This design comes from an exercise in tuning for small area and few clock cycles per item on the open sky130 flow, not from production work.
Where RTL was checked, it was by simulation tests only, not by an equivalence proof against the original.
No functional check of the RTL was part of runs 5 and 6.
No activity file was given, so power comes from the tool's default toggle rates. No driver is modelled on the clock port, so clocking that relies on it looks cheaper here than on a real chip.

===== design/flow/flow/run.sh =====
#!/bin/bash
# The standard layout (the standard.sh, config.mk and make variables), with these changes:
#  - ABC maps the logic with an area-oriented script (flow/area.abc); registers are untouched
#  - the clock tree is built without dummy loads
#  - the port buffers are buf_1 cells instead of delay buffers
set -euo pipefail
HERE=$(pwd)
# The standard flow's synthesis script with the abc override prepended
{ cat "$HERE/flow/synth.tcl"; tail -n +2 "$HERE/synth_recipe.tcl"; } > "$HERE/own_synth.tcl"
sed -e "s#SYNTH_SCRIPT=[^ ]*#SYNTH_SCRIPT=$HERE/own_synth.tcl#" "$HERE/standard.sh" > "$HERE/own_standard.sh"
export OWN_ABC_SCRIPT="$HERE/flow/area.abc"
export BUFFER_PORTS_ARGS="-buffer_cell sky130_fd_sc_hd__buf_1"
export CTS_ARGS="-sink_clustering_enable -repair_clock_nets -dont_use_dummy_load -buf_list sky130_fd_sc_hd__clkbuf_8 -sink_clustering_size 18 -sink_clustering_max_diameter 60"
bash "$HERE/own_standard.sh" finish > "$HERE/flow_make.log" 2>&1

===== design/flow/design.v =====
`timescale 1ns/1ps
`default_nettype none
module memSubsystemTop (
    input  logic        clk,
    input  logic        reset,
    input  logic        inValid,
    output logic        inReady,
    input  logic        inWrite,
    input  logic        inPoison,
    input  logic [3:0]  inByteMask,
    input  logic [15:0] inAddr,
    input  logic [31:0] inData,
    input  logic        rspStall,
    output logic        rspValid,
    output logic [31:0] rspData,
    output logic [3:0]  rspParityErr
);
    localparam int QDEPTH = 2;
    logic [31:0] mem    [16];
    logic [3:0]  poison [16];
    logic [3:0]  qAddr  [QDEPTH];
    logic        qValid [QDEPTH];
    logic        stallQ;
    logic        pop;
    logic        conflict;
    logic        full;
    logic        accept;
    logic        doWrite;
    logic        doRead;
    logic [3:0]  addr;
    assign addr     = inAddr[3:0];
    assign rspValid = qValid[0] && !stallQ;
    assign pop      = rspValid;
    always_comb begin
        conflict = 1'b0;
        for (int i = 0; i < QDEPTH; i++) begin
            if (qValid[i] && qAddr[i] == addr && !(i == 0 && pop)) conflict = 1'b1;
        end
    end
    assign full    = qValid[QDEPTH-1] && !pop;
    assign inReady = inWrite ? !conflict : !full;
    assign accept  = inValid && inReady && !reset;
    assign doWrite = accept && inWrite;
    assign doRead  = accept && !inWrite;
    always_ff @(posedge clk) begin
        for (int w = 0; w < 16; w++) begin
            for (int b = 0; b < 4; b++) begin
                if (doWrite && addr == 4'(w) && inByteMask[b]) begin
                    mem[w][b*8 +: 8] <= inData[b*8 +: 8];
                    poison[w][b]     <= inPoison;
                end
            end
        end
    end
    always_ff @(posedge clk) begin
        stallQ <= rspStall;
    end
    always_ff @(posedge clk) begin
        if (reset) begin
            for (int i = 0; i < QDEPTH; i++) qValid[i] <= 1'b0;
        end else begin
            for (int i = 0; i < QDEPTH; i++) begin
                logic       v;
                logic       vPrev;
                v     = pop ? ((i + 1 < QDEPTH) ? qValid[i+1] : 1'b0) : qValid[i];
                vPrev = (i == 0) ? 1'b1 : (pop ? qValid[i] : qValid[i-1]);
                qValid[i] <= v || (doRead && vPrev && !v);
            end
        end
    end
    always_ff @(posedge clk) begin
        for (int i = 0; i < QDEPTH; i++) begin
            logic       v;
            logic       vPrev;
            v     = pop ? ((i + 1 < QDEPTH) ? qValid[i+1] : 1'b0) : qValid[i];
            vPrev = (i == 0) ? 1'b1 : (pop ? qValid[i] : qValid[i-1]);
            if (doRead && vPrev && !v) qAddr[i] <= addr;
            else if (pop && i + 1 < QDEPTH) qAddr[i] <= qAddr[(i + 1 < QDEPTH) ? i + 1 : i];
        end
    end
    assign rspData      = mem[qAddr[0]];
    assign rspParityErr = poison[qAddr[0]];
endmodule
`default_nettype wire

===== design/flow/flow/area.abc =====
strash
dch
amap

===== design/flow/standard.sh =====
#!/bin/bash
# synth_recipe.tcl (not shown) runs the flow's synth.tcl, then flattens the netlist and writes it again
# the make line also repeats each setting of config.mk as NAME=value (left out here)
make -C /OpenROAD-flow-scripts/flow DESIGN_CONFIG=/design/flow/config.mk WORK_HOME=/design/flow/orfs CLKGATE_MAP_FILE= SYNTH_SCRIPT=/design/flow/synth_recipe.tcl "${@:-finish}"

===== design/flow/config.mk =====
export PLATFORM = sky130hd
export DESIGN_NAME = memSubsystemTop
export DESIGN_NICKNAME = memSubsystemTop
export VERILOG_FILES = /design/flow/design.v
export SDC_FILE = /design/flow/constraint.sdc
export NUM_CORES = 4
export LEC_CHECK = 0
export ABC_AREA = 1
export CAP_MARGIN = 0
export CORE_MARGIN = 2
export CORE_UTILIZATION = 70
export CTS_BUF_LIST = sky130_fd_sc_hd__clkbuf_8
export CTS_CLUSTER_DIAMETER = 60
export CTS_CLUSTER_SIZE = 18
export PLACE_DENSITY = 0.8
export SLEW_MARGIN = 0

===== design/flow/constraint.sdc =====
create_clock -name core_clock -period 5.0 [get_ports {clk}]
set_input_delay 1.0000 -clock core_clock [delete_from_list [all_inputs] [get_ports {clk}]]
set_output_delay 1.0000 -clock core_clock [all_outputs]
set_load 0.01 [all_outputs]

===== design/flow/flow/synth.tcl =====
# The standard flow's synthesis script, with ABC's technology mapping done by area.abc (area-oriented amap).
proc synth {args} { yosys synth -nofsm -noshare {*}$args }
proc abc {args} {
  set i [lsearch -exact $args -script]
  if { $i >= 0 } { set args [lreplace $args $i [expr {$i + 1}] -script $::env(OWN_ABC_SCRIPT)] }
  yosys abc {*}$args
}

==> metrics list, run 1 <==
- Total via count in the routed design: about 12000
* Antenna-violating nets left: 0
- Starting Density: a little under three quarters
- In the finished design, the share of the clock period the worst path needs comes to 94.4%.
- Post-Synthesis Cell Area: roughly 21000 um^2
- After Yosys synthesis, and, or, nand and nor cells account for about 5% of the synthesized area.
- Class of the tightest hold or removal check: input port to register
* #FFs+latches synth: 587
* Drt pass-1 iters: 8
- Measured in cells, the most critical reg-to-reg path has a length of 9.
* Sinks on Clock Net: 587
* P_leak: between 7 and 8 nW
- Startpoint type of the worst setup path: register
- Hold repair after CTS inserted 0 buffers.
- After clock tree synthesis, the clock-pin slew on the worst setup and hold paths is 0.10 ns.
- CTS built an H-tree with a depth of 2.
* Worst setup path startpoint: qAddr[0][3]
- Fraction of the yosys area taken by sequential cells: a little over four fifths
- Antenna violations before repair: 0
- STA classifies the critical path endpoint as an output pin.
- The startpoint identified for the worst register-to-register timing path is qAddr[0][3].
* Data required, critical path: approximately 4 ns
- In this run the tool buffered the top-level ports with 83 buffer cells.
- At the end of routability-driven placement, the weighted congestion stood at roughly 0.8.
- At the pin with the least slew margin, the transition time is around 1.3 ns.
- Multiplexer cells account for 0% of the synthesized area.
- Die Y-Extent: around 180 um
* Arrival time at the worst endpoint: 3.72 ns
* Total half-perimeter wirelength after legalization and detailed placement: just over 30000 um
- Worst max-slew margin expressed relative to the limit: 16.2%
- By area the synthesized netlist is led by sky130_fd_sc_hd__edfxtp_1 (83%), sky130_fd_sc_hd__a22oi_1 (3.8%), sky130_fd_sc_hd__a222oi_1 (2.4%).
- Flop-to-flop setup slack: ~1.6 ns
* Post-synth cell types: 28
- Antenna diode count: 0
* DR WL/cell: about 28 um
- Cells with a size suffix above 1 make up around 12% of the layout.
* Clock tree buffer depth: 3
* Total I/O pin count: between 90 and 100
- Once layout is complete, the utilization of the core stands at between 70 and 80%.
- Share of async-settable or async-resettable flops after synthesis: 0%
- Number of instances resized during post-cts repair: 0
- Area fraction of the dominant cell type after synthesis: 83.2%
* Critical hold path startpoint: rspStall
- Power density relative to cell area: 331 nW/um^2
- Summed negative setup slack over all endpoints: 0 ns
* Time the final worst path needs with I/O delays and setup: around 4.7 ns
* Number of synthesized flops with an enable pin: slightly below 600
- Via/cell ratio: roughly 7.1
* Number of cells on the worst hold path: 1
- Fill cells in the final layout number ~1600.
- Final hold vios: 0
- Worst-path maximum fanout: 18
- Most frequently used flop master after synthesis: sky130_fd_sc_hd__edfxtp_1
- Adder-cell area share of the yosys netlist: 0%
* Synth top cells by count: sky130_fd_sc_hd__edfxtp_1 (584), sky130_fd_sc_hd__a22oi_1 (107), sky130_fd_sc_hd__nor2_1 (77), sky130_fd_sc_hd__a222oi_1 (50)
- After Yosys synthesis, XOR and XNOR cells account for 0% of the synthesized area.
- Drt initial violations: between 1500 and 2000
- The die covers between 30000 and 40000 um^2.
* Run status: no timing/DRC/antenna violations
- Compound-cell area share of the yosys netlist: a little under an eighth
* Unrepaired setup endpoints after global routing: false
* Overall die width: 178 um
- The area growth from synthesis to layout is 11.2%.
- Routed Wire Length: ~48000 um
* Final setup violation count: 0
* Largest family of logic cells by synthesized area: compound AO/OA/AOI/OAI gates
- Entering global routing, the biggest net connects between 60 and 70 pins.
* Count of max-cap constraint violations: 0
- Vias in the first global route: 11744
- In this run, CTS created clock tree buffers numbering 38.
- Placeable core region: just under 30000 um^2
* Number of remaining DRC errors: 0
* Most frequently used cell type in the post-synthesis netlist: sky130_fd_sc_hd__edfxtp_1
- Pins over their slew limit: 0
- Clock tree synthesis selected as its root buffer the cell sky130_fd_sc_hd__clkbuf_8.
- When the netlist entered floorplanning its net count stood at 1163.
- Library cell with the largest summed area after synthesis: sky130_fd_sc_hd__edfxtp_1
* Worst Hold End: stallQ
- Cells after synthesis: 1105
- Maximum operating frequency: approximately 210 MHz
- The average instance in the mapped netlist occupies roughly 19 um^2.
* Worst setup skew after layout: around 0.033 ns
* Type of the worst setup path: register to output pin
- Global routing finished with a remaining overflow of 0.
- Clock tree from TritonCTS: done
- VDD sags by at most approximately 0.32 mV.
- Wire length of the first global-routing pass: about 71000 um
- Once the clock tree was built, the setup fixing pass inserted 0 buffers.
- Terminus of the critical flop-to-flop path: mem[13][20]
- Final net count: roughly 1400
- Total global-route track usage: between 30 and 40%
- Standard-cell rows: 63
- Yosys printed 5 warnings.
- The later pin in the worst-skew pair is clocked with a latency of 0.58 ns.
worst max path at each step:
stage             endpoint  slack (ns)  cells after the start
5_1_grt        rspData[22]        0.09                      9
6_report       rspData[27]        0.28                      9
3_5_place_dp   mem[13][18]        0.64                     12
3_3_place_gp   mem[14][18]        0.98                     12
4_1_cts        rspData[27]        0.31                      9
2_1_floorplan  rspData[10]        0.47                      8
where the power goes:
| part | switching (mW) | leakage, nW | internal [mW] |
|---|---|---|---|
| Combinational | 0.243 | 1.77 | 0.0999 |
| Sequential | 0.00765 | 5.28 | 5.42 |
| Clock | 1.30 | 0.273 | 0.689 |
cells in the final DEF (no fill, tap or decap):
cell type	instances
sky130_fd_sc_hd__a2111oi_0	7
sky130_fd_sc_hd__a211oi_1	2
sky130_fd_sc_hd__nand3_1	23
sky130_fd_sc_hd__buf_1	82
sky130_fd_sc_hd__a222oi_1	50
sky130_fd_sc_hd__nor4_4	16
sky130_fd_sc_hd__clkbuf_8	38
sky130_fd_sc_hd__nand4_1	33
sky130_fd_sc_hd__a21o_1	4
sky130_fd_sc_hd__nor2b_1	17
sky130_fd_sc_hd__nor3_1	1
sky130_fd_sc_hd__a21oi_1	7
sky130_fd_sc_hd__nand2_1	24
sky130_fd_sc_hd__a221oi_1	33
sky130_fd_sc_hd__o22ai_1	5
sky130_fd_sc_hd__o32a_1	5
sky130_fd_sc_hd__dfxtp_1	3
sky130_fd_sc_hd__a22o_1	32
sky130_fd_sc_hd__a41oi_1	4
sky130_fd_sc_hd__a211o_1	13
sky130_fd_sc_hd__clkinv_1	21
sky130_fd_sc_hd__o21ai_0	7
sky130_fd_sc_hd__buf_4	104
sky130_fd_sc_hd__buf_12	1
sky130_fd_sc_hd__a31oi_1	1
sky130_fd_sc_hd__or3_1	20
sky130_fd_sc_hd__nor2_1	77
sky130_fd_sc_hd__a221o_1	7
sky130_fd_sc_hd__o211ai_1	1
sky130_fd_sc_hd__a22oi_1	107
sky130_fd_sc_hd__edfxtp_1	584
sky130_fd_sc_hd__clkbuf_2	1
sky130_fd_sc_hd__o22a_1	1
metal layers:
metal	share of wire (%)	track usage, %
met5	0	0
met2	49	49.2
met3	11	4.31
met4	2.8	9.84
met1	38	45.7
stage by stage:
stage	instance area, um^2	power [mW]	cells	setup slack, ns	hold slack, ns
after global placement	22900	5.86	1683	0.978	0.565
after global routing	23500	7.97	1721	0.0927	0.510
after CTS	23500	7.78	1721	0.306	0.490
final	23500	7.76	1721	0.281	0.514
after floorplan	21200	5.69	1105	0.472	0.538
after detailed placement	22900	5.88	1683	0.641	0.583
layout make-up:
cell class                 count  area (um^2)  share of cell area, %
timing repair buffer         188         1110                   4.75
sequential                   587        17600                   75.0
multi-input combinational    497         3650                   15.6
inverter                      21         78.8                  0.336
tap                          390          488                   2.08
clock buffer                  38          523                   2.23
critical path, stage by stage (launching register included):
cell and delay, ns:
sky130_fd_sc_hd__edfxtp_1 0.91, sky130_fd_sc_hd__clkinv_1 0.23, sky130_fd_sc_hd__buf_4 0.27, sky130_fd_sc_hd__nor4_4 0.63, sky130_fd_sc_hd__buf_4 0.39, sky130_fd_sc_hd__a222oi_1 0.11
sky130_fd_sc_hd__nand3_1 0.11, sky130_fd_sc_hd__a21oi_1 0.08, sky130_fd_sc_hd__a41oi_1 0.22, sky130_fd_sc_hd__buf_1 0.17
cells by family after synthesis:
kind of cell | count (synthesis)
AOI/OAI and AO/OA | 286
and+or+nand+nor | 211
buffers and inverters | 21
DFF | 587
state kept, by name, indices dropped and copies added (netlist names):
| register | flops |
|---|---|
| mem | 512 |
| poison | 64 |
| qAddr | 8 |
| qValid | 2 |
| stallQ | 1 |
Testbench counts, summed over its fixed seeds: cycles 3,330, items 3,200.
==> inputs of run 2 (changes only) <==
--- a/design/flow/config.mk
+++ b/design/flow/config.mk
@@ -7,5 +7,5 @@
 export LEC_CHECK = 0
 export ABC_AREA = 1
-export CAP_MARGIN = 0
+export CAP_MARGIN = 10
 export CORE_MARGIN = 2
 export CORE_UTILIZATION = 70
@@ -14,3 +14,3 @@
 export CTS_CLUSTER_SIZE = 18
 export PLACE_DENSITY = 0.8
-export SLEW_MARGIN = 0
+export SLEW_MARGIN = 10
==> run 2 against run 1 <==
Combinational power barely moved. Global-route usage did not move. Critical path type unchanged. Power did not move. Die area did not move. Design area did not move. First-iteration DRC count did not move. Clock skew did not move. Setup slack did not move. Synthesized cell count did not move. Sequential power barely moved. Core utilization did not move.
==> metrics list, run 2 <==
- In the final design database the tool counted between 1000 and 1500 nets.
* Cell with the biggest individual delay on the critical path: sky130_fd_sc_hd__edfxtp_1
- Maximum operating frequency: 212 MHz
* DR WL/cell: 27.9 um
* Per-instance average area after synthesis: between 15 and 20 um^2
- Counting every net in the synthesized netlist gives 1163.
- The floorplan has 63 rows.
- Summing the areas of all and, or, nand and nor instances in the mapped netlist gives under 10% of the synthesized area.
- The number of antenna violations at the first check in global routing came to 0.
- Routed Wire Length: around 48000 um
* Total non-filler cell area in the finished layout: ~23000 um^2
- Summed negative setup slack over all endpoints: 0 ns
* Clock transition at the registers of the reported paths: roughly 0.1 ns
* Time the final worst path needs with I/O delays and setup: 4.72 ns
* YS warnings: 5
* Largest cells by area after synthesis: sky130_fd_sc_hd__edfxtp_1 (83%), sky130_fd_sc_hd__a22oi_1 (3.8%), sky130_fd_sc_hd__a222oi_1 (2.4%)
- Measured against the total synthesized area, the mux share comes to 0%.
* Post-Route Hold Slack: between 0.5 and 0.6 ns
- For this design, the CTS-stage hold fixing added 0 buffers.
- Largest family of logic cells by synthesized area: compound AO/OA/AOI/OAI gates
- Starting Density: 71.1%
- Transition time at the pin with the least slew margin: between 1 and 1.5 ns
- The first routing iteration left between 1500 and 2000 violations.
- Along the worst hold path, the cell count comes to 1.
- TritonCTS built the clock tree.
- Depth of the most critical reg-to-reg path: 9
- Post-CTS timing repair inserted 0 buffers for setup.
- In this run the cell area measured after placement is 22900 um^2.
- The worst path uses ~94% of the clock period.
- Via/cell ratio: 7.10
* Adder-cell area share of the yosys netlist: 0%
- The startpoint identified for the worst register-to-register timing path is qAddr[0][3].
- Leaving out fill and tap cells, the most frequent cell in the layout is sky130_fd_sc_hd__edfxtp_1.
* Total half-perimeter wirelength after legalization and detailed placement: 30600 um
- Setup repair after global routing left no endpoint under its margin.
- Worst path cell trace: clkinv_1, buf_4, nor4_4, buf_4, a222oi_1, nand3_1, a21oi_1, a41oi_1, buf_1
- Data required, critical path: around 4.0 ns
* Number of synthesized flops with an enable pin: 584
- Maximum number of pins on one net before global-route repair: 65
- The first global-routing pass estimated between 70000 and 80000 um of wire.
- Placeable core region: 29600 um^2
- The most common cell in the synthesized netlist is sky130_fd_sc_hd__edfxtp_1.
- After synthesis, the netlist uses 28 different library cells.
- Total global-route track usage: between 30% and 40%
- Library cell with the largest summed area after synthesis: sky130_fd_sc_hd__edfxtp_1
- From synthesis to final layout, the design area changed by 11.2%.
- Total I/O pin count: between 90 and 100
- For this run, the slowest stage of the critical path takes 0.91 ns.
- Run status: no timing/DRC/antenna violations
- Post-Synthesis Cell Area: around 21000 um^2
- Clock tree buffer depth: 3
- Worst vdd rail ir drop: 0.321 mV
- Drt pass-1 iters: 8
* Cells after synthesis: approximately 1100
- Clock tree synthesis selected as its root buffer the cell sky130_fd_sc_hd__clkbuf_8.
- Sinks on Clock Net: ~590
- Including well taps, the total number of placed cells is approximately 1700.
* Pins over their slew limit: 0
- Share of async-settable or async-resettable flops after synthesis: 0%
- On the final layout, the worst clock skew is ~0.033 ns.
- Once layout is complete, the utilization of the core stands at between 70% and 80%.
- Worst setup path startpoint: qAddr[0][3]
- Die area: around 32000 um^2
* Critical hold path startpoint: rspStall
* PnR worst setup slack: between 0.2 and 0.3 ns
- Worst slack after detailed placement: ~0.64 ns
- CTS buffer count: 38
* Cell mode on critical path: sky130_fd_sc_hd__buf_4
- Count of H-tree levels built during CTS: 2
- The path class of the tightest hold or removal check is input port to register.
- Compound-cell area share of the yosys netlist: 11.3%
- Of the total synthesized cell area, the portion taken by XOR and XNOR cells is 0%.
- Leading registers by flop count: mem: 512 flops, poison: 64 flops, qAddr: 8 flops
- Synth top cells by count: sky130_fd_sc_hd__edfxtp_1 (584), sky130_fd_sc_hd__a22oi_1 (107), sky130_fd_sc_hd__nor2_1 (77), sky130_fd_sc_hd__a222oi_1 (50)
- Seq. cell area: 17600 um^2
- The most used flip-flop cell after synthesis is sky130_fd_sc_hd__edfxtp_1.
* Worst-skew pair later-pin latency: 0.58 ns
- The total overflow left after global routing is 0.
- Total area of multi-input combinational cells: 3650 um^2
* Final setup violation count: 0
- Routability Congestion: 0.808
* Most flop-heavy register: mem
- Total via count in the routed design: 12216
* Worst max-slew margin expressed relative to the limit: between 15 and 20%
- Worst-path maximum fanout: 18
* Die Y-Extent: 178 um
* Number of instances resized during post-cts repair: 0
- #FFs+latches synth: between 500 and 600
- The worst setup path is captured at an output pin.
- Type of the worst setup path: register to output pin
- Most used cells in the layout excluding fill and tap cells: sky130_fd_sc_hd__edfxtp_1 (584), sky130_fd_sc_hd__a22oi_1 (107), sky130_fd_sc_hd__buf_4 (104), sky130_fd_sc_hd__buf_1 (82), sky130_fd_sc_hd__nor2_1 (77)
- The worst setup path is launched from a register.
* P_leak: approximately 7.3 nW
- IO buf count: 83
- Antenna diode count: 0
* Vias in the first global route: about 12000
* Flip-flop count of the largest register, all copies and words added: slightly above 500
- Final hold vios: 0
- Fraction of the yosys area taken by sequential cells: 83.5%
* Area fraction of the dominant cell type after synthesis: slightly above 80%
- Filler cells: roughly 1600
* Non-Filler Instances: approximately 1700
* Count of max-cap constraint violations: 0
- Number of remaining DRC errors: 0
* Power, Total: 7.76 mW
- Data on the critical path arrives at its endpoint at approximately 3.7 ns.
* Antenna-violating nets left: 0
- Measured along the x axis, the die boundary spans 178 um.
* Power density relative to cell area: ~330 nW/um^2
* Share of cells above drive strength 1: 12.0%
-- run 2: critical path: cells and delay by family (launching register included) --
family / cells / cell delay (ns)
buffers and inverters: 4 / 1.06
flip-flops: 1 / 0.91
AND/OR/NAND/NOR: 2 / 0.74
AO/OA/AOI/OAI: 3 / 0.41
-- run 2: area by class of cell --
type                       instances  area share, %
inverter                          21          0.336
multi-input combinational        497           15.6
sequential                       587           75.0
tap                              390           2.08
timing repair buffer             188           4.75
clock buffer                      38           2.23
-- run 2: final timing paths --
check	end	slack [ns]
min reg2reg	qValid[0]	0.60
min	stallQ	0.51
max reg2reg	mem[13][20]	1.58
max	rspData[27]	0.28
-- run 2: kinds of logic after synthesis --
kind of cell	Yosys count
simple gates	211
flops	587
buf+inv	21
compound gates	286
-- run 2: where the power goes --
group	switching, mW	internal (mW)
sequential	0.00765	5.42
combinational	0.243	0.0999
clock	1.30	0.689
-- run 2: layer usage --
layer	track usage (%)	share of wire [%]	vias up
met5	0	0	-
met4	9.84	2.8	0
met3	4.31	11	92
met2	49.2	49	772
met1	45.7	38	6143
li1	-	-	5209
==> inputs of run 3 (changes only) <==
--- a/design/flow/config.mk
+++ b/design/flow/config.mk
@@ -7,5 +7,5 @@
 export LEC_CHECK = 0
 export ABC_AREA = 1
-export CAP_MARGIN = 10
+export CAP_MARGIN = 20
 export CORE_MARGIN = 2
 export CORE_UTILIZATION = 70
@@ -14,3 +14,3 @@
 export CTS_CLUSTER_SIZE = 18
 export PLACE_DENSITY = 0.8
-export SLEW_MARGIN = 10
+export SLEW_MARGIN = 20
==> run 3 against run 2 <==
Core utilization unchanged. Cell count stayed put. Clock skew down 0.0030 ns. Area after synthesis did not move. Routed wire length about the same. Sequential cell count unchanged. Sequential power barely moved. Power is essentially flat. Clock-buffer cell count unchanged. Synthesized cell count unchanged. Non-clock buffer count unchanged.
==> metrics list, run 3 <==
* Power density relative to cell area: 331 nW/um^2
- Counting the buffers created by CTS gives 38.
- Starting Density: ~70%
* Library cell with the largest summed area after synthesis: sky130_fd_sc_hd__edfxtp_1
- Data required, critical path: around 4 ns
- Port buffering added 83 buffers.
- Unrepaired setup endpoints after global routing: false
- IR analysis of the VDD net gives a maximum drop of approximately 0.32 mV.
- The die is about 180 um tall.
- The path class of the tightest hold or removal check is input port to register.
* Antenna-violating nets left: 0
* Most frequently used flop master after synthesis: sky130_fd_sc_hd__edfxtp_1
- Layout area overhead: 11.2%
* Antenna violations before repair: 0
- Measured in cells, the most critical reg-to-reg path has a length of 9.
* Startpoint type of the worst setup path: register
- In the layout the commonest cells are sky130_fd_sc_hd__edfxtp_1 (584), sky130_fd_sc_hd__a22oi_1 (107), sky130_fd_sc_hd__buf_4 (104), sky130_fd_sc_hd__buf_1 (82), sky130_fd_sc_hd__nor2_1 (77).
- Walking the worst path, the cells encountered are clkinv_1, buf_4, nor4_4, buf_4, a222oi_1, nand3_1, a21oi_1, a41oi_1, buf_1.
- Worst-path maximum fanout: 18
- In the routed layout, each cell is associated on average with a via count of 7.11.
* Drt pass-1 iters: 6
- Across the whole layout, storage elements account for roughly 18000 um^2.
- The number of hold violations in the final report is 0.
- The worst register-to-register path begins at qAddr[0][3].
* Syn_nets: 1163
- Summed over all failing endpoints, the final setup total negative slack is 0 ns.
- The worst setup path is of the register to output pin kind.
- Of the cells placed in the final design, the portion with a size suffix greater than 1 is 12.0%.
* Final cycle utilization of the critical path: between 90% and 100%
- Worst setup skew after layout: around 0.030 ns
* Clock tree buffer depth: 3
* Fraction of the yosys area taken by sequential cells: between 80% and 90%
* PnR worst setup slack: 0.283 ns
- Time the final worst path needs with I/O delays and setup: around 4.7 ns
- Once placement finished, the instance area stood at ~23000 um^2.
- Worst max-slew margin expressed relative to the limit: about 25%
* Final net count: between 1000 and 1500
* Standard-cell rows: 63
- Across every metal layer, demand over resource in global routing totals 30.9%.
- Critical hold path startpoint: rspStall
- Of the total synthesized cell area, the portion taken by full adders, half adders and majority gates is 0%.
- Count of H-tree levels built during CTS: 2
* Delay of the slowest cell on the worst path: about 0.91 ns
* Post-synthesis mux area share: 0%
- The final number of max-transition violations came to 0.
- Post-cts hold buffer count: 0
- Setup fix buffers added after clock tree synthesis: 0
* Run status: no timing/DRC/antenna violations
* Flop-to-flop setup slack: about 1.6 ns
- Sorting the synthesized cells by area gives the leading types as sky130_fd_sc_hd__edfxtp_1 (83%), sky130_fd_sc_hd__a22oi_1 (3.8%), sky130_fd_sc_hd__a222oi_1 (2.4%).
* Post-synth cell types: 28
- After synthesis, the largest family of logic cells by area is compound AO/OA/AOI/OAI gates.
- Total gr overflow: 0
* Transition time at the pin with the least slew margin: roughly 1.1 ns
* Per-instance average area after synthesis: between 15 and 20 um^2
- Vias in the first global route: 11744
- In this run, synthesis produced a sequential element count of 587.
* Post-Synthesis Cell Area: 21100 um^2
- The library cell used most frequently in the layout, excluding fill and tap cells, is sky130_fd_sc_hd__edfxtp_1.
* Maximum number of pins on one net before global-route repair: 65
- Maximum operating frequency: 212 MHz
* Number of cells on the worst hold path: 1
- The worst hold path terminates at stallQ.
- Drt initial violations: about 1900
- Sinks on Clock Net: 587
- Pin placement for this block handled 96 I/O pins.
- The first global-routing pass estimated 70600 um of wire.
- Number of synthesized flops with an enable pin: ~580
- Family of cells with the greatest summed delay on the critical path: buffers and inverters
* Total non-filler cell area in the finished layout: ~23000 um^2
- Detailed placement ended at an HPWL of roughly 30000 um.
- The worst register-to-register path ends at mem[13][20].
- Cells fill 79.1% of the core in the end.
- Antenna diode count: 0
- The final route contains 12230 vias.
- Summing the areas of all compound-gate instances in the mapped netlist gives between 10 and 15% of the synthesized area.
- The die covers 31500 um^2.
- Arrival time at the worst endpoint: 3.72 ns
- In the final layout, the registers with the most flip-flops are mem: 512 flops, poison: 64 flops, qAddr: 8 flops.
- Counting both buffers and inverters, the worst setup path holds a total of 4.
- Most frequently used cell type in the post-synthesis netlist: sky130_fd_sc_hd__edfxtp_1
* Number of instances resized during post-cts repair: 0
* Sort of element at the end of the critical path: output pin
* DRT met1 WL: approximately 18000 um
- After synthesis, the share of flip-flops with an asynchronous set or reset is 0%.
* Simple-gate area share of the yosys netlist: just under 5%
* Final setup violation count: 0
- Clock tree from TritonCTS: done
- The routed design uses approximately 5300 um of met3 wire.
- Among all stages on the critical path, the largest delay is contributed by sky130_fd_sc_hd__edfxtp_1.
* Number of remaining DRC errors: 0
- Filler cells: 1560
- The Yosys step of the flow raised 5 warnings.
* Cells after synthesis: between 1000 and 1500
- Detailed routing placed a total of ~23000 um of wire on met2.
* P_leak: about 7.3 nW
* Cell mode on critical path: sky130_fd_sc_hd__buf_4
- DR WL/cell: about 28 um
- Overall die width: 178 um
- Area fraction of the dominant cell type after synthesis: around 83%
- The multi-input combinational cells in the finished layout cover a total of 3650 um^2.
- Routed Wire Length: between 40000 and 50000 um
- The region available for standard cell placement spans 29600 um^2.
- In this run the clock root is driven by a sky130_fd_sc_hd__clkbuf_8.
- After synthesis, the most frequently instantiated cells are sky130_fd_sc_hd__edfxtp_1 (584), sky130_fd_sc_hd__a22oi_1 (107), sky130_fd_sc_hd__nor2_1 (77), sky130_fd_sc_hd__a222oi_1 (50).
* Routability Congestion: 0.808
- Clock latency on the worst-skew pair, taken at its later pin, is approximately 0.58 ns.
* Post-synthesis share of cell area spent on xor and xnor gates: 0%
- Worst slack after detailed placement: about 0.64 ns
- Count of max-cap constraint violations: 0
- Uppermost metal layer occupied by signal nets: met4
* Clock transition at the registers of the reported paths: around 0.10 ns
- The register with the most flip-flops in the layout has roughly 510 of them.
- mem holds more flip-flops than any other register.
## run 3: changes by cell type in the layout (fill, tap and decap cells not counted)
cell and change:
sky130_fd_sc_hd__clkbuf_2 -1, sky130_fd_sc_hd__buf_2 +1
## run 3: per-layer routing
metal / vias to the layer above / GRT usage (%)
met1: 6099 / 45.7
met5: - / 0
li1: 5210 / -
met3: 108 / 4.31
met4: 0 / 9.84
met2: 813 / 49.2
## run 3: worst max path at each step
stage,from,endpoint,cells after the start
detailed placement,inAddr[0],mem[13][18],12
CTS,qAddr[0][3],rspData[27],9
finish,qAddr[0][3],rspData[27],9
global placement,inAddr[0],mem[14][18],12
floorplan,qAddr[0][0],rspData[10],8
global route,qAddr[0][3],rspData[22],9
## run 3: final cells by class
cell class	count	area share [%]
sequential	587	75.0
multi-input combinational	497	15.6
tap	390	2.08
timing repair buffer	188	4.75
inverter	21	0.336
clock buffer	38	2.23
## run 3: logic make-up (layout without fill, tap and decap cells)
| group | Yosys count | count (layout) |
|---|---|---|
| buf+inv | 21 | 247 |
| simple gates | 211 | 211 |
| flops | 587 | 587 |
| compound gates | 286 | 286 |
## run 3: stage by stage
stage / std cells / hold slack (ns) / power (mW)
2_1_floorplan: 1105 / 0.538 / 5.69
3_5_place_dp: 1683 / 0.583 / 5.88
3_3_place_gp: 1683 / 0.565 / 5.86
6_report: 1721 / 0.515 / 7.76
5_1_grt: 1721 / 0.510 / 7.97
4_1_cts: 1721 / 0.490 / 7.78
## run 3: power by group
| group | total (mW) | internal [mW] | switching [mW] |
|---|---|---|---|
| sequential | 5.43 | 5.42 | 0.00764 |
| combinational | 0.343 | 0.0999 | 0.243 |
| clock | 1.99 | 0.689 | 1.30 |
| total | 7.76 | 6.21 | 1.55 |
## run 3: worst reg2reg max path, delay by kind of cell (launching register included)
family / cells / cell delay (ns)
AO/OA/AOI/OAI: 3 / 0.51
buffers and inverters: 1 / 0.25
flip-flops: 1 / 0.91
AND/OR/NAND/NOR: 5 / 1.46
==> inputs of run 4 (changes only) <==
--- a/design/flow/design.v
+++ b/design/flow/design.v
@@ -16,5 +16,5 @@
     output logic [3:0]  rspParityErr
 );
-    localparam int QDEPTH = 2;
+    localparam int QDEPTH = 3;
     logic [31:0] mem    [16];
     logic [3:0]  poison [16];
==> run 4 against run 3 <==
Still clean on timing, DRC and antenna. Hold slack got worse by 0.0055 ns. Non-clock buffer count fell by 2. Sequential share of layout area fell by 0.24 points. Register-to-register slack worse by 0.85 ns. Largest cell class unchanged. Largest power group unchanged.
==> metrics list, run 4 <==
- At the end of the flow the core is filled with cells to a little under 80%.
- Summing internal, switching and leakage power gives just under 8 mW.
* Post-Synthesis Cell Area: between 20000 and 25000 um^2
- Maximum operating frequency: 214 MHz
- Fraction of the yosys area taken by sequential cells: 83.1%
- In this run the critical register-to-register path is launched from qAddr[0][0].
- The first global-routing pass estimated about 75000 um of wire.
- In this run the tool buffered the top-level ports with slightly above 80 buffer cells.
- Total gr overflow: 0
- Count of max-cap constraint violations: 0
- After synthesis the netlist holds a flip-flop and latch count of between 500 and 600.
- Hold repair after CTS inserted 0 buffers.
- Antenna diode count: 0
* Worst slack after detailed placement: between 0.5 and 0.6 ns
- Setup violations remaining at the end of the flow were counted as 0.
- For this run, asynchronously set or reset flops after synthesis account for 0%.
- The path with the worst hold slack has its endpoint at stallQ.
- P_leak: around 7.4 nW
- The multi-input combinational cells in the finished layout cover a total of around 3700 um^2.
* DR WL/cell: a little under 30 um
- Count of H-tree levels built during CTS: 2
* Worst setup skew after layout: about 0.03 ns
* Via/cell ratio: a little over 7
- Worst setup path startpoint: qAddr[0][1]
* Clock tree buffer depth: 3
- Time the final worst path needs with I/O delays and setup: approximately 4.7 ns
- Fill cells in the final layout number around 1500.
* Placeable core region: about 30000 um^2
* Final hold vios: 0
- A synthesized cell averages between 15 and 20 um^2.
* Class of the tightest hold or removal check: input port to register
- Cells after synthesis: 1141
* Sinks on Clock Net: slightly below 600
- Yosys mapped a number of flops with a built-in enable equal to 588.
* Most frequently used flop master after synthesis: sky130_fd_sc_hd__edfxtp_1
- Final net count: 1425
- Worst-skew pair later-pin latency: just under 0.6 ns
- Clock transition at the registers of the reported paths: about 0.10 ns
* Overall die width: about 180 um
- Synth top cells by count: sky130_fd_sc_hd__edfxtp_1 (588), sky130_fd_sc_hd__a22oi_1 (87), sky130_fd_sc_hd__nor2_1 (79), sky130_fd_sc_hd__a222oi_1 (65), sky130_fd_sc_hd__nand2_1 (44)
- Vias in the first global route: 12364
- The worst hold path begins at rspStall.
* Worst-path maximum fanout: 18
- Routability Congestion: 0.834
- Number of placed cells counting well taps: roughly 1700
* Worst vdd rail ir drop: between 0.2 and 0.3 mV
* Arrival time at the worst endpoint: between 3 and 4 ns
* Run status: no timing/DRC/antenna violations
- Syn_nets: around 1200
- Die Y-Extent: roughly 180 um
- TritonCTS built the clock tree.
- For this run, design rule violations remaining after detail routing come to 0.
- The finished layout holds between 1500 and 2000 standard cells, fillers aside.
* Sort of element at the end of the critical path: output pin
* Final cycle utilization of the critical path: a little over 90%
* Library cell with the largest summed area after synthesis: sky130_fd_sc_hd__edfxtp_1
* Antenna violations before repair: 0
- Type of the worst setup path: register to output pin
- The number of cells on the worst reg-to-reg path is 10.
- Summing all non-filler instances in the final layout gives an area of 23700 um^2.
- Summed negative setup slack over all endpoints: 0 ns
* Drt initial violations: 1951
* Total global-route track usage: between 30% and 40%
- Setup repair after global routing left no endpoint under its margin.
- Once detailed placement completed, the half-perimeter wirelength came to between 30000 and 40000 um.
- Seq. cell area: 17700 um^2
* Startpoint type of the worst setup path: register
- Most used cells in the layout excluding fill and tap cells: sky130_fd_sc_hd__edfxtp_1 (588), sky130_fd_sc_hd__buf_4 (101), sky130_fd_sc_hd__a22oi_1 (87), sky130_fd_sc_hd__buf_1 (82), sky130_fd_sc_hd__nor2_1 (79)
- In the post-route analysis, the smallest setup slack over all paths is 0.322 ns.
- Most frequently used cell type in the post-synthesis netlist: sky130_fd_sc_hd__edfxtp_1
- For this design the top-level I/O count stands at 96.
- Starting Density: a little under three quarters
- Buffers inserted during clock tree synthesis total 38.
- After floorplanning, the core was divided into 63 placement rows.
* Post-Route Hold Slack: a little over 0.5 ns
- Number of instances resized during post-cts repair: 0
- Clk Tree Root Cell: sky130_fd_sc_hd__clkbuf_8
- In this run the tightest slew margin relative to its limit is 33.3%.
* Largest cells by area after synthesis: sky130_fd_sc_hd__edfxtp_1 (83%), sky130_fd_sc_hd__a22oi_1 (3.1%), sky130_fd_sc_hd__a222oi_1 (3.0%)
- At the worst endpoint, the required time is roughly 4.0 ns.
- Entering global routing, the biggest net connects 65 pins.
- Terminus of the critical flop-to-flop path: mem[3][29]
* Antenna-violating nets left: 0
- Die area: roughly 32000 um^2
* Leading registers by flop count: mem: 512 flops, poison: 64 flops, qAddr: 12 flops
- The final number of max-transition violations came to 0.
- The top cell type by area accounts for slightly above 80% of the synthesized area.
- Total via count in the routed design: 12580
* Routed Wire Length: around 51000 um
- The register with the most flip-flops in the layout has about 510 of them.
* Placed standard-cell area: approximately 23000 um^2
* Post-synth cell types: 30
* Most flop-heavy register: mem
- Counting instances, the worst hold path has a depth of 1.
- The library cell used most frequently in the layout, excluding fill and tap cells, is sky130_fd_sc_hd__edfxtp_1.
- Power density relative to cell area: 331 nW/um^2
- Compared with the post-synthesis result, the final layout area differs by 11.1%.
- Yosys printed 5 warnings.
- Once the clock tree was built, the setup fixing pass inserted 0 buffers.
- The post-route netlist has 11.6% of its cells at a drive strength greater than 1.
- Transition time at the pin with the least slew margin: about 1.0 ns
- Flop-to-flop setup slack: 0.72 ns
* Drt pass-1 iters: 6
-- run 4: changes by cell type after synthesis, sizes merged, moves of 4 or more --
cell,before,now
nand2,24,44
o32a,5,10
nand4,33,29
a22oi,107,87
clkinv,21,34
edfxtp,584,588
a221oi,33,29
o22ai,5,14
a222oi,50,65
a21oi,7,11
-- run 4: how the worst max path moves through the flow --
stage | slack [ns] | cells after the start | endpoint
final | 0.32 | 9 | rspParityErr[1]
after floorplan | 0.42 | 8 | rspParityErr[1]
after global placement | 0.61 | 10 | mem[1][21]
after global routing | 0.20 | 9 | rspParityErr[1]
after detailed placement | 0.52 | 10 | mem[1][6]
after CTS | 0.35 | 9 | rspParityErr[1]
-- run 4: cells by family after synthesis --
kind of cell    count (synthesis)  share of synthesized area, %
compound gates                279                          11.0
flops                         592                          83.1
buf+inv                        34                         0.598
simple gates                  236                          5.35
-- run 4: cell type report --
type	instances	share of cell area, %
repair buffers	186	4.72
inverters	34	0.538
clock buffers	38	2.21
flip-flops and latches	592	74.8
multi-input cells	515	15.7
well taps	390	2.06
-- run 4: power by group --
part           leakage (nW)  internal, mW  switching [mW]
sequential             5.32          5.47          0.0109
combinational          1.81         0.113           0.265
clock                 0.273         0.689            1.31
-- run 4: per-layer routing --
| metal | GRT usage [%] | vias to the layer above | wire length [um] |
|---|---|---|---|
| met5 | 0 | - | 0 |
| met4 | 13.1 | 0 | 1850 |
| met3 | 6.65 | 136 | 6660 |
| met2 | 51.4 | 917 | 24400 |
| met1 | 47.5 | 6200 | 18500 |
| li1 | - | 5327 | - |
-- run 4: critical path: stages (launching register included) --
cell,delay (ns)
sky130_fd_sc_hd__edfxtp_1,0.33
sky130_fd_sc_hd__buf_4,0.26
sky130_fd_sc_hd__clkinv_1,0.56
sky130_fd_sc_hd__nor4_4,0.96
sky130_fd_sc_hd__buf_12,0.27
sky130_fd_sc_hd__a22oi_1,0.11
sky130_fd_sc_hd__nand3_1,0.13
sky130_fd_sc_hd__a21oi_1,0.07
sky130_fd_sc_hd__a41oi_1,0.24
sky130_fd_sc_hd__buf_1,0.18
Testbench counts of run 4, summed over its fixed seeds: cycles 3,301, items 3,200.
==> inputs of run 5 (changes only) <==
--- a/design/flow/design.v
+++ b/design/flow/design.v
@@ -16,5 +16,5 @@
     output logic [3:0]  rspParityErr
 );
-    localparam int QDEPTH = 3;
+    localparam int QDEPTH = 2;
     logic [31:0] mem    [16];
     logic [3:0]  poison [16];
@@ -79,6 +79,12 @@
         end
     end
-    assign rspData      = mem[qAddr[0]];
-    assign rspParityErr = poison[qAddr[0]];
+    logic [3:0] headHi;
+    always_ff @(posedge clk) begin
+        if (doRead && !(pop ? qValid[1] : qValid[0])) headHi <= addr;
+        else if (pop) headHi <= qAddr[1];
+    end
+    assign rspData[15:0]  = mem[qAddr[0]][15:0];
+    assign rspData[31:16] = mem[headHi][31:16];
+    assign rspParityErr   = {poison[headHi][3:2], poison[qAddr[0]][1:0]};
 endmodule
 `default_nettype wire
==> run 5 against run 4 <==
Via count fell by 1.8%. Register-to-register slack improved by 1.2 ns. Cell count fell by 1.0%. Sequential share of layout area fell by 0.16 points. Combinational power fell by 8.5%. Routed wire length fell by 3.8%. Sequential power fell by 0.9%. Power fell by 0.77%. Die area fell by 0.96%. Core utilization fell by 0.25 points. Clock-buffer cell count rose by 1. Critical path type unchanged. Highest routed layer unchanged.
==> metrics list, run 5 <==
- Dividing total power by cell area gives a power density of roughly 330 nW/um^2.
* Most frequently used cell type in the post-synthesis netlist: sky130_fd_sc_hd__edfxtp_1
* Number of placed cells counting well taps: ~1700
- The final layout contains 1407 nets.
- Terminus of the critical flop-to-flop path: mem[2][23]
* Library cell with the largest summed area after synthesis: sky130_fd_sc_hd__edfxtp_1
* Share of cells above drive strength 1: approximately an eighth
- Compared with the post-synthesis result, the final layout area differs by 11.6%.
- The first routing iteration left ~2000 violations.
- Maximum number of pins on one net before global-route repair: 65
- Summed negative setup slack over all endpoints: 0 ns
* Final hold vios: 0
- Largest cells by area after synthesis: sky130_fd_sc_hd__edfxtp_1 (83%), sky130_fd_sc_hd__a22oi_1 (3.4%), sky130_fd_sc_hd__a222oi_1 (2.2%)
- Yosys printed 5 warnings.
* Number of remaining DRC errors: 0
* Flip-flop count of the largest register, all copies and words added: ~510
- Worst-skew pair later-pin latency: roughly 0.57 ns
* Most common library cell in the layout ignoring fill and taps: sky130_fd_sc_hd__edfxtp_1
- Max-cap violations in this run came to 0.
- From left edge to right edge, the die measures 178 um.
- For this design, the CTS-stage hold fixing added 0 buffers.
- The run finished with no timing, DRC or antenna violations.
- For this run, the leading register cell type out of synthesis is sky130_fd_sc_hd__edfxtp_1.
- Total via count in the routed design: 12354
- Derived from the worst setup path, the maximum achievable clock frequency is 221 MHz.
- In this run the critical register-to-register path is launched from qAddr[0][0].
- Clk Tree Root Cell: sky130_fd_sc_hd__clkbuf_8
- Of the post-synthesis cell area, the dominant cell type holds 83.0%.
* Number of cells on the worst hold path: 1
- Counting cells, the worst reg-to-reg path comes to 11.
- For this run, asynchronously set or reset flops after synthesis account for 0%.
- The worst setup path is launched from a register.
- Leaving out fill and tap cells, the most frequent cells in the layout are sky130_fd_sc_hd__edfxtp_1 (584), sky130_fd_sc_hd__buf_4 (107), sky130_fd_sc_hd__a22oi_1 (96), sky130_fd_sc_hd__buf_1 (82), sky130_fd_sc_hd__nor2_1 (78).
- Antenna violations before repair: 0
* Total I/O pin count: 96
- 0 antenna diodes ended up in the layout.
- Clock tree synthesis found a total of a little under 600 sinks.
* Data required, critical path: roughly 4.0 ns
- Via/cell ratio: a little over 7
* Total half-perimeter wirelength after legalization and detailed placement: between 30000 and 40000 um
- Yosys mapped the design onto 32 distinct sky130hd cell types.
* Power dissipated by switching net loads: approximately 1.6 mW
- The die covers approximately 32000 um^2.
- #FFs+latches synth: between 500 and 600
* Clk network pwr share: ~26%
- Once the clock tree was built, the setup fixing pass inserted 0 buffers.
* Fraction of power spent switching nets: 20.1%
- The core region is 29700 um^2.
* Flop-to-flop setup slack: ~1.9 ns
- The final number of max-transition violations is 0.
- The internal portion of the total power is roughly 6.2 mW.
- Global routing finished with a remaining overflow of 0.
- Count of H-tree levels built during CTS: 2
- After synthesis, the largest family of logic cells by area is compound AO/OA/AOI/OAI gates.
- Row generation in the floorplan step produced 63 rows.
* Cells after synthesis: 1115
- Worst Hold End: stallQ
* Placed standard-cell area: 23000 um^2
- The number of global-route vias before repair is between 10000 and 15000.
* Final setup violation count: 0
- Total global-route track usage: 31.9%
- Time the final worst path needs with I/O delays and setup: between 4 and 5 ns
* Starting Density: between 70% and 80%
- The commonest cells after synthesis are sky130_fd_sc_hd__edfxtp_1 (584), sky130_fd_sc_hd__a22oi_1 (96), sky130_fd_sc_hd__nor2_1 (78), sky130_fd_sc_hd__a222oi_1 (47), sky130_fd_sc_hd__a22o_1 (39).
- The min-delay analysis places its worst path in the category input port to register.
* Logic pwr share: 4.4%
* Die Y-Extent: ~180 um
- Clock tree buffer depth: 3
- Routability-driven placement finished with a final weighted congestion of approximately 0.9.
- Post-synthesis mux area share: 0%
- IO buf count: 83
* Leading registers by flop count: mem: 512 flops, poison: 64 flops, qAddr: 8 flops
* Sort of element at the end of the critical path: output pin
* Worst vdd rail ir drop: 0.258 mV
- At the placement stage, the worst setup path has a slack of between 0.9 and 1 ns.
- Number of synthesized flops with an enable pin: just under 600
- For this design the static power due to leakage is 7.39 nW.
* Worst max-slew margin expressed relative to the limit: between 30% and 40%
- Final cycle utilization of the critical path: between 90% and 100%
* DR WL/cell: between 20 and 30 um
* Adder-cell area share of the yosys netlist: 0%
- Drt pass-1 iters: 6
- Averaged over all synthesized cells, the footprint is 19.0 um^2.
- Setup repair after global routing left no endpoint under its margin.
- After Yosys synthesis, XOR and XNOR cells account for 0% of the synthesized area.
- Syn_nets: 1173
- Compound-cell area share of the yosys netlist: between 10% and 20%
* Critical hold path startpoint: rspStall
- Post-Synthesis Cell Area: between 20000 and 25000 um^2
- Worst setup skew after layout: between 0.03 and 0.04 ns
* CTS buffer count: 39
- Number of instances resized during post-cts repair: 0
- At the worst endpoint, the arrival time is between 3 and 4 ns.
- Clock tree from TritonCTS: done
- Wire length of the first global-routing pass: about 72000 um
- Sequential elements use a little over four fifths of the synthesized area.
* Clock transition at the registers of the reported paths: around 0.090 ns
- Counting flops per register, the top entry is mem.
- The count of nets left with antenna violations once routing finished came out at 0.
- Simple-gate area share of the yosys netlist: under 10%
- Non-Filler Instances: between 1500 and 2000
- The critical path in this run is classified as register to output pin.
- Registers are responsible for a little over two thirds of the overall power.
- Worst-path maximum fanout: 18
- At the pin with the least slew margin, the transition time is between 1 and 1.5 ns.
- Total non-filler cell area in the finished layout: approximately 24000 um^2
- Utilization of the core after routing: 79.3%
* PnR worst setup slack: ~0.47 ns
- Routed Wire Length: 49500 um
## run 5: changes by cell type in the layout (fill, tap and decap cells not counted), sizes merged, moves of 3 or more
cell	change
edfxtp	-4
nor2b	+6
a22o	+10
o221ai	-3
a2111oi	+5
a221oi	+6
buf	+6
o22ai	-10
nand2	-15
a21o	+3
o32a	-6
a22oi	+9
clkinv	-12
a222oi	-18
## run 5: worst max-delay path, stage by stage (launching register included)
cell,delay [ns]
sky130_fd_sc_hd__edfxtp_1,0.33
sky130_fd_sc_hd__buf_4,0.26
sky130_fd_sc_hd__clkinv_1,0.13
sky130_fd_sc_hd__buf_4,0.22
sky130_fd_sc_hd__nor4_4,0.90
sky130_fd_sc_hd__buf_4,0.46
sky130_fd_sc_hd__a222oi_1,0.16
sky130_fd_sc_hd__nand4_1,0.16
sky130_fd_sc_hd__o22a_1,0.14
sky130_fd_sc_hd__buf_1,0.18
## run 5: routing by layer
layer	vias to the layer above	share of wire [%]	track usage, %
met5	-	0	0
met4	0	4.4	14.0
met3	147	12	5.16
met2	915	46	48.9
met1	6057	37	46.6
li1	5235	-	-
## run 5: worst max-delay path by stage
stage	startpoint	to	slack, ns	cells after the start
3_5_place_dp	inAddr[1]	mem[2][20]	0.92	11
4_1_cts	qAddr[0][0]	rspData[19]	0.53	9
3_3_place_gp	inAddr[1]	mem[12][29]	1.08	11
5_1_grt	qAddr[0][0]	rspParityErr[2]	0.37	10
2_1_floorplan	qAddr[0][0]	rspData[15]	0.44	6
6_report	qAddr[0][0]	rspData[16]	0.47	9
## run 5: layout make-up
| cell class | count | area [um^2] |
|---|---|---|
| fillers | 1521 | 6140 |
| repair buffers | 193 | 1180 |
| inverters | 22 | 82.6 |
| clock buffers | 39 | 537 |
| flip-flops and latches | 587 | 17600 |
| well taps | 390 | 488 |
| multi-input cells | 506 | 3690 |
## run 5: kinds of logic (layout without fill, tap and decap cells)
| group | count (synthesis) | count (layout) |
|---|---|---|
| DFF | 587 | 587 |
| and+or+nand+nor | 226 | 226 |
| AOI/OAI and AO/OA | 280 | 280 |
| buffers and inverters | 22 | 254 |
## run 5: metrics by stage
step                power [mW]  hold slack [ns]
floorplan                 5.69            0.538
global placement          5.87            0.570
detailed placement        5.88            0.578
CTS                       7.80            0.511
global route              7.99            0.512
finish                    7.80            0.523
## run 5: power by group through the flow
stage               sequential, mW  combinational [mW]  clock (mW)
finish                        5.43               0.346        2.02
global route                  5.43               0.371        2.19
CTS                           5.43               0.342        2.03
detailed placement            5.54               0.341           0
global placement              5.54               0.329           0
floorplan                     5.55               0.148           0
==> inputs of run 6 (changes only) <==
--- a/design/flow/design.v
+++ b/design/flow/design.v
@@ -23,8 +23,5 @@
     logic        stallQ;
     logic        pop;
-    logic        conflict;
     logic        full;
-    logic        accept;
-    logic        doWrite;
     logic        doRead;
     logic [3:0]  addr;
@@ -32,19 +29,20 @@
     assign rspValid = qValid[0] && !stallQ;
     assign pop      = rspValid;
+    logic [15:0] pend;
     always_comb begin
-        conflict = 1'b0;
-        for (int i = 0; i < QDEPTH; i++) begin
-            if (qValid[i] && qAddr[i] == addr && !(i == 0 && pop)) conflict = 1'b1;
+        pend = '0;
+        for (int w = 0; w < 16; w++) begin
+            for (int i = 0; i < QDEPTH; i++) begin
+                if (qValid[i] && qAddr[i] == 4'(w) && !(i == 0 && pop)) pend[w] = 1'b1;
+            end
         end
     end
     assign full    = qValid[QDEPTH-1] && !pop;
-    assign inReady = inWrite ? !conflict : !full;
-    assign accept  = inValid && inReady && !reset;
-    assign doWrite = accept && inWrite;
-    assign doRead  = accept && !inWrite;
+    assign inReady = inWrite ? !pend[addr] : !full;
+    assign doRead  = inValid && !inWrite && !full && !reset;
     always_ff @(posedge clk) begin
         for (int w = 0; w < 16; w++) begin
             for (int b = 0; b < 4; b++) begin
-                if (doWrite && addr == 4'(w) && inByteMask[b]) begin
+                if (inValid && inWrite && !reset && addr == 4'(w) && !pend[w] && inByteMask[b]) begin
                     mem[w][b*8 +: 8] <= inData[b*8 +: 8];
                     poison[w][b]     <= inPoison;
@@ -79,12 +77,6 @@
         end
     end
-    logic [3:0] headHi;
-    always_ff @(posedge clk) begin
-        if (doRead && !(pop ? qValid[1] : qValid[0])) headHi <= addr;
-        else if (pop) headHi <= qAddr[1];
-    end
-    assign rspData[15:0]  = mem[qAddr[0]][15:0];
-    assign rspData[31:16] = mem[headHi][31:16];
-    assign rspParityErr   = {poison[headHi][3:2], poison[qAddr[0]][1:0]};
+    assign rspData      = mem[qAddr[0]];
+    assign rspParityErr = poison[qAddr[0]];
 endmodule
 `default_nettype wire
==> design/flow/flow/run.sh (replaced) <==
#!/bin/bash
# The standard layout (the standard.sh, config.mk and make variables), with two changes:
#  - ABC maps the logic with an area-oriented script (flow/area.abc); registers are untouched
#  - the clock tree is built without dummy loads
set -euo pipefail
HERE=$(pwd)
# The standard flow's synthesis script with the abc override prepended
{ cat "$HERE/flow/synth.tcl"; tail -n +2 "$HERE/synth_recipe.tcl"; } > "$HERE/own_synth.tcl"
sed -e "s#SYNTH_SCRIPT=[^ ]*#SYNTH_SCRIPT=$HERE/own_synth.tcl#" "$HERE/standard.sh" > "$HERE/own_standard.sh"
export OWN_ABC_SCRIPT="$HERE/flow/area.abc"
export CTS_ARGS="-sink_clustering_enable -repair_clock_nets -dont_use_dummy_load -buf_list sky130_fd_sc_hd__clkbuf_16 -sink_clustering_size 30 -sink_clustering_max_diameter 100"
bash "$HERE/own_standard.sh" finish > "$HERE/flow_make.log" 2>&1
--- a/design/flow/config.mk
+++ b/design/flow/config.mk
@@ -10,7 +10,7 @@
 export CORE_MARGIN = 2
 export CORE_UTILIZATION = 70
-export CTS_BUF_LIST = sky130_fd_sc_hd__clkbuf_8
-export CTS_CLUSTER_DIAMETER = 60
-export CTS_CLUSTER_SIZE = 18
+export CTS_BUF_LIST = sky130_fd_sc_hd__clkbuf_16
+export CTS_CLUSTER_DIAMETER = 100
+export CTS_CLUSTER_SIZE = 30
 export PLACE_DENSITY = 0.8
 export SLEW_MARGIN = 20
==> run 6 against run 5 <==
Still clean on timing, DRC and antenna. Combinational power increased by 26%. Non-clock buffer count up 6. Setup slack got worse by 0.33 ns. Highest routed layer unchanged.
==> metrics list, run 6 <==
* Worst setup skew after layout: about 0.032 ns
- The clock period could shrink to a little under 5 ns.
- The run finished with no timing, DRC or antenna violations.
* Maximum number of pins on one net before global-route repair: 65
* Post-synth cell types: 28
* Placeable core region: slightly above 30000 um^2
- TritonCTS created 23 clock buffers.
- Static timing analysis puts the maximum clock frequency at 206 MHz.
- The die covers ~32000 um^2.
- Starting Density: a little over two thirds
- In this run the tightest slew margin relative to its limit is about a quarter.
- Summed negative setup slack over all endpoints: 0 ns
* Worst-skew pair later-pin latency: approximately 0.58 ns
* Leading registers by flop count: mem: 512 flops, poison: 64 flops, qAddr: 8 flops
- Final net count: around 1500
- In this run, placement finished with an instance count of 1770.
- Clock transition at the registers of the reported paths: around 0.10 ns
- Setup slack closes at around 0.14 ns.
- IO buf count: 83
- Clk Tree Root Cell: sky130_fd_sc_hd__clkbuf_16
- P_leak: 7.66 nW
- Wire length of the first global-routing pass: slightly below 80000 um
- Among all flip-flop cells after synthesis, the most frequent one is sky130_fd_sc_hd__edfxtp_1.
- Family of cells with the greatest summed delay on the critical path: buffers and inverters
- Setup repair after global routing left no endpoint under its margin.
- Largest cells by area after synthesis: sky130_fd_sc_hd__edfxtp_1 (82%), sky130_fd_sc_hd__a22oi_1 (2.7%), sky130_fd_sc_hd__a222oi_1 (2.6%)
- Total gr overflow: 0
* Drt initial violations: approximately 2200
* Worst setup path startpoint: qAddr[0][1]
- Crit path buf inv count: 3
* Antenna violations before repair: 1
- Startpoint type of the worst setup path: register
- Die Y-Extent: between 150 and 200 um
- Hold is met by 0.656 ns.
* Worst-path maximum fanout: 9
- Critical hold path startpoint: qValid[0]
- The final number of max-transition violations came to 0.
- The Yosys step of the flow raised 5 warnings.
- Setup violations remaining at the end of the flow were counted as 0.
* Fraction of the yosys area taken by sequential cells: between 80% and 90%
- The startpoint identified for the worst register-to-register timing path is qAddr[0][3].
* Final cycle utilization of the critical path: between 90 and 100%
* Standard-cell rows: 64
- Sort of element at the end of the critical path: output pin
- The library cell used most frequently in the layout, excluding fill and tap cells, is sky130_fd_sc_hd__edfxtp_1.
* Arrival time at the worst endpoint: approximately 3.9 ns
- The tightest min-delay check is of the register to register type.
- In this design, the stage delay of the slowest critical-path cell is just under 0.5 ns.
- Clock tree synthesis found a total of 587 sinks.
- Before antenna repair, the detailed router went through 6 iterations.
- Antenna-violating nets left: 0
* Most used cells in the layout excluding fill and tap cells: sky130_fd_sc_hd__edfxtp_1 (584), sky130_fd_sc_hd__buf_4 (114), sky130_fd_sc_hd__nor2_1 (99), sky130_fd_sc_hd__clkdlybuf4s50_1 (82), sky130_fd_sc_hd__a22oi_1 (77)
- Transition time at the pin with the least slew margin: approximately 1.1 ns
- Global routing used between 30 and 40% of the available tracks across all layers.
- Count of max-cap constraint violations: 0
- Total via count in the routed design: around 13000
- The number of hold violations in the final report came to 0.
* Number of remaining DRC errors: 0
- Routability Congestion: 0.923
- Number of instances resized during post-cts repair: 0
* Share of async-settable or async-resettable flops after synthesis: 0%
- #FFs+latches synth: approximately 590
- After technology mapping, the gate count stands at 1187.
* Syn_nets: 1245
- After detailed routing, the number of vias per cell comes to between 7 and 8.
- mem holds more flip-flops than any other register.
- TritonCTS built the clock tree.
- Area fraction of the dominant cell type after synthesis: between 80% and 90%
- Count of H-tree levels built during CTS: 1
* Data required, critical path: 4.00 ns
- The commonest cells after synthesis are sky130_fd_sc_hd__edfxtp_1 (584), sky130_fd_sc_hd__nor2_1 (99), sky130_fd_sc_hd__a22oi_1 (77), sky130_fd_sc_hd__a222oi_1 (56), sky130_fd_sc_hd__nand2_1 (52).
* Number of synthesized flops with an enable pin: about 580
* Share of cells above drive strength 1: between 10% and 20%
* Post-cts hold buffer count: 0
- Post-Synthesis Cell Area: around 21000 um^2
- Power comes to 7.99 mW.
- Cell with the biggest individual delay on the critical path: sky130_fd_sc_hd__clkdlybuf4s50_1
- The largest total area in the synthesized netlist belongs to sky130_fd_sc_hd__edfxtp_1.
- The register with the most flip-flops in the layout has 512 of them.
- From synthesis to final layout, the design area changed by 14.2%.
- DR WL/cell: 29.7 um
- Worst vdd rail ir drop: 0.346 mV
- Worst path cell trace: clkinv_1, nor4_4, clkinv_1, o21ai_0, nand4_1, a21oi_1, o22a_1, o21ai_0, clkdlybuf4s50_1
* Overall die width: roughly 180 um
- Clock tree buffer depth: 3
- Per-instance average area after synthesis: around 18 um^2
- For this run, the number of standard cells in the final layout without fillers is ~1800.
- Detailed placement ended at an HPWL of 32600 um.
- Pin placement for this block handled 96 I/O pins.
- Type of the worst setup path: register to output pin
* Worst slack after detailed placement: between 0.6 and 0.7 ns
* Routed Wire Length: 53600 um
- Dividing total power by cell area gives a power density of roughly 330 nW/um^2.
- The number of global-route vias before repair came to between 10000 and 15000.
- Among all cell types in the netlist, the one instantiated most often is sky130_fd_sc_hd__edfxtp_1.
## run 6: routing by layer
metal / track usage, % / part of all wire, %
met5: 0 / 0
met1: 50.4 / 36
met3: 4.22 / 12
met4: 13.3 / 3.9
met2: 53.5 / 48
## run 6: what timing repair did
item	CTS	global route
endpoints found under the setup margin	1	2
buffers inserted	0	12
pin swaps	1	6
## run 6: stage by stage
stage | cell area, um^2 | utilization [%]
after floorplan | 21500 | -
after global placement | 23800 | 78.3
after detailed placement | 23800 | 78.3
after CTS | 24300 | 80.2
after global routing | 24400 | 80.5
final | 24400 | 80.5
## run 6: cells by family after synthesis
logic type,Yosys count,share of synthesized area (%)
flip-flops,587,82.3
buffers and inverters,39,0.684
AO/OA/AOI/OAI,285,10.9
AND/OR/NAND/NOR,276,6.18
## run 6: final timing paths
path | endpoint | slack, ns | depth (start not counted)
hold reg to reg | qValid[1] | 0.66 | 2
hold / removal | qValid[1] | 0.66 | 2
setup reg to reg | mem[8][7] | 1.82 | 8
setup / recovery | inReady | 0.14 | 9
## run 6: power by group
part / internal (mW) / switching [mW] / total [mW]
Clock: 0.829 / 1.30 / 2.13
Sequential: 5.42 / 0.00511 / 5.42
Combinational: 0.175 / 0.262 / 0.437
## run 6: area by class of cell
cell class | instances | area (um^2)
inverter | 39 | 146
antenna | 1 | 2.50
multi-input combinational | 561 | 3890
tap | 396 | 495
clock buffer | 23 | 576
sequential | 587 | 17600
timing repair buffer | 199 | 1720
fill | 1534 | 5920
## run 6: tightest hold or removal path: stages (launching register included)
cell                      delay [ns]
sky130_fd_sc_hd__dfxtp_1        0.34
sky130_fd_sc_hd__o21ai_0        0.17
sky130_fd_sc_hd__o22ai_1        0.10

static timing again, ports no longer ideal:
The flow's constraints put no driver on any port. The routed layouts listed below were extracted and timed again, unchanged, in two steps.
Step 1 assumes that a clkbuf_16 drives the clock port and a buf_2 every other input.
Step 2 also shifts input and output timing later by t, the mid clock arrival at the registers, as if the neighbouring blocks saw the same clock.
Slacks: ideal ports / drivers / drivers and shift; pairs: ideal ports / drivers.
run | shift t [ns] | setup slack, ns | worst setup path after step 2 | slew at the worst register clock pin (ns)
run 1 | 0.617 | 0.281 / 0.232 / 0.537 | input to register | 0.11 / 0.11
run 2 | 0.617 | 0.281 / 0.232 / 0.537 | input to register | 0.11 / 0.11
run 3 | 0.615 | 0.283 / 0.234 / 0.534 | input to register | 0.11 / 0.11
run 4 | 0.613 | 0.322 / 0.273 / 0.329 | input to register | 0.11 / 0.11
run 5 | 0.613 | 0.471 / 0.423 / 0.778 | input to register | 0.11 / 0.11
run 6 | 0.614 | 0.136 / 0.081 / 0.491 | input to output | 0.11 / 0.11
After both steps setup and hold are still met in every run listed.
